This design comes from an exercise in tuning for small area, a short achievable clock period and few clock cycles per item on the open sky130 flow, not from production work. Function was checked by simulation only, so behaviour that the tests miss may differ from the original. Power figures rest on the tool's default switching activity, not on a simulated workload.

Setup of pepper:
// packet_timestamp_interpolator
module packet_timestamp_interpolator
(
    input  logic         clk,
    input  logic         rst_n,
    input  logic         cfg_valid,
    output logic         cfg_ready,
    input  logic [1:0]   cfg_index,
    input  logic [63:0]  cfg_data,
    input  logic         in_valid,
    output logic         in_ready,
    input  logic [15:0]  packet_length,
    input  logic [63:0]  cycle_count,
    output logic         out_valid,
    input  logic         out_ready,
    output logic [63:0]  timestamp,
    output logic         recalibrated
);
    function automatic [4:0] bitlen17(input [16:0] v);
        integer i;
        begin
            bitlen17 = 5'd0;
            for (i = 0; i < 17; i = i + 1)
                if (v[i]) bitlen17 = 5'(i + 1);
        end
    endfunction
    function automatic [4:0] bitlen23(input [22:0] v);
        integer i;
        begin
            bitlen23 = 5'd0;
            for (i = 0; i < 23; i = i + 1)
                if (v[i]) bitlen23 = 5'(i + 1);
        end
    endfunction
    localparam int W_IDLE = 0,
                   W_SUB  = 1,    
                   W_MUL  = 2,    
                   W_DIV  = 3,    
                   W_NOW  = 4,    
                   W_UPD  = 5,    
                   W_E    = 6,    
                   W_LT   = 7,    
                   W_SDIV = 8,    
                   W_SFIN = 9,    
                   W_SF2  = 10,   
                   W_M3   = 11;   
    localparam int NW = 12;
    assign cfg_ready = 1'b1;
    logic [33:0] tick;
    logic [63:0] base_cycles, base_time, anchor;
    logic [6:0]  items;
    logic [22:0] bytes, speed, qs, r;
    logic        qc;                   
    logic [4:0]  bls;                  
    logic [35:0] m3;                   
    logic        ib0_v, ib1_v, ib0_w, ib1_w, ib0_rc, ib1_rc, ib_full;
    logic [16:0] ib0_add, ib1_add;
    logic [4:0]  ib0_bla, ib1_bla;
    logic [2:0]  dsel, csel;
    logic        ua_can, ub_can, uc_can, ua_busy, ub_busy, uc_busy;
    logic        ua_rv, ub_rv, uc_rv, ua_rc, ub_rc, uc_rc;
    logic [16:0] ua_ra, ub_ra, uc_ra, ua_qa, ub_qa, uc_qa;
  ...
For scale: ~7,900 cells after synthesis, ~220 I/O pins, roughly 74,000 um^2 of cells after synthesis.
clock: 8.0 ns
lec_check: 0
cap_margin: 35
core_margin: 2
core_utilization: 40
setup_slack_margin: 3.3
slew_margin: 35
tns_end_percent: 100
run.sh (not shown) runs the stock make flow with config.mk's settings and CLKGATE_MAP_FILE= SYNTH_SCRIPT=/design/flow/synth_recipe.tcl, a recipe that flattens the netlist after the stock synthesis.
Testbench counts of pepper, summed over its fixed seeds: cycles 4,279, items 2,560.
## Diff of input files: quartz against pepper
Settings: SETUP_SLACK_MARGIN: 3.3 -> unset; TNS_END_PERCENT: 100 -> unset.
### Flow results
Cell count after synthesis came out exactly the same in quartz and pepper. Clock network power share: pepper vs quartz, no meaningful difference. Count of placed standard cells including taps delta (quartz -> pepper): insignificant. Against pepper, quartz reports a vias per cell that is lower. Summary of quartz over pepper: pin count of the biggest net entering global routing decreased by 23% relative to the old numbers; routed wire length on met2 decreased by about 1.5% relative to the old numbers. Flip-flop and latch share of the layout cell area in quartz is 0.56 points higher than in pepper. In quartz, critical path depth is higher than in pepper. Going from pepper to quartz, sum of internal, switching and leakage power shrinks by about 0.5%. Comparing quartz against pepper, there is no change at all in total number of placement rows. NOTE clock-buffer cell count pepper->quartz decreased by a few percent.

Starting RTL as in the previous note.
==> flow/design.v (excerpt) <==
module packet_timestamp_interpolator
(
    input  logic         clk,
    input  logic         rst_n,
    input  logic         cfg_valid,
    output logic         cfg_ready,
    input  logic [1:0]   cfg_index,
    input  logic [63:0]  cfg_data,
    input  logic         in_valid,
    output logic         in_ready,
    input  logic [15:0]  packet_length,
    input  logic [63:0]  cycle_count,
    output logic         out_valid,
    input  logic         out_ready,
    output logic [63:0]  timestamp,
    output logic         recalibrated
);
make LEC_CHECK=0 CAP_MARGIN=35 CORE_MARGIN=2 CORE_UTILIZATION=40 SETUP_SLACK_MARGIN=3.7 SLEW_MARGIN=35 TNS_END_PERCENT=100 finish   # period 8.0 ns
Testbench counts at the start, summed over its fixed seeds: cycles 4,279, items 2,560.
Change:
- CORE_UTILIZATION: 40 -> 55
- SETUP_SLACK_MARGIN: 3.7 -> 3.3
What happened: Non-clock buffer count went down by 180; worst hold slack gains 0.0058 ns; total power went down by 3.3%; setup slack loses 0.096 ns; core utilization went up by 14 points.
Change:
- CORE_UTILIZATION: 55 -> 40
- SETUP_SLACK_MARGIN: 3.3 -> 3.0
Global-route usage falls by 9.8 points.
Final area grows slightly.
Total power rises by a few percent.
Area after synthesis does not change.
Utilization is lower by 17 points.
Sequential share of layout area is lower by 0.21 points.
Flip-flop and latch count does not change.
Clock-buffer cell count went up by 24.
Maximum frequency falls by a few percent.
Routed wire length goes up slightly.
Setup slack got worse by 0.16 ns.

packet_timestamp_interpolator again, from the RTL that the note above started with.
Settings: LEC_CHECK=0, CAP_MARGIN=35, CORE_MARGIN=2, CORE_UTILIZATION=40, SETUP_SLACK_MARGIN=2.5, SLEW_MARGIN=35, TNS_END_PERCENT=100; clock period 8.0 ns.
The first run went through all stages and came out clean.
Testbench counts at the start, summed over its fixed seeds: cycles 4,279, items 2,560.
Change:
--- a/flow/config.mk
+++ b/flow/config.mk
@@ -11 +11 @@
-export SETUP_SLACK_MARGIN = 2.5
+export SETUP_SLACK_MARGIN = 3.5
Effect:
- The new run produced a clean layout
- synthesized cell count is unchanged
- final area is higher by 2.7%
- worst hold slack is about the same
- power is higher by 1.4%
- non-clock buffer count rose by 73
- wire length goes up by 4.1%
Change:
--- a/flow/config.mk
+++ b/flow/config.mk
@@ -8 +8 @@
-export CAP_MARGIN = 35
+export CAP_MARGIN = 20
@@ -11,2 +11,2 @@
-export SETUP_SLACK_MARGIN = 3.5
-export SLEW_MARGIN = 35
+export SETUP_SLACK_MARGIN = 3.3
+export SLEW_MARGIN = 20
After rerunning: The changed run finished clean; hold slack got worse by 0.0051 ns; setup slack got worse by 0.11 ns; final area went down by 1.6%; global-route usage went down by 0.45 points; count of clock-buffer cells in the layout went up by 18.

## afterwards: timing with drivers on the ports
The flow's constraints put no driver on any port. The routed layouts listed below were extracted and timed again, unchanged, in two steps.
Step 1 sets driving cells, clkbuf_16 on the clock port and buf_2 on the other inputs (assumed; they add their load-dependent delay and slew).
Step 2 adds t to the input delays and takes it off the output delays; t is the mean of the earliest and latest rising clock arrival at the registers after step 1. Input paths then give back, and output paths get back, about the clock's delay inside the block.
a / b / c = no drivers / after step 1 / after step 2; a / b = the first two.
run	t (ns)	slack for setup (ns)	clock arrival spread, ns
pepper	0.884	3.331 / 3.331 / 3.235	0.048 / 0.048
quartz	0.866	1.926 / 1.926 / 1.926	0.041 / 0.040
the first run of note 2	0.883	3.376 / 3.376 / 3.243	0.053 / 0.053
the second run of note 2	0.824	3.279 / 3.279 / 2.897	0.059 / 0.059
the third run of note 2	0.877	3.123 / 3.123 / 3.123	0.048 / 0.049
the first run of note 3	0.868	2.694 / 2.694 / 2.694	0.048 / 0.048
the second run of note 3	0.883	3.477 / 3.477 / 2.956	0.045 / 0.046
the third run of note 3	0.867	3.364 / 3.364 / 3.048	0.038 / 0.039
After both steps every run listed still meets setup and hold. For the second run of note 3, which loses most, drivers alone change the setup slack by 0.000 ns; drivers and shift together by -0.521 ns.
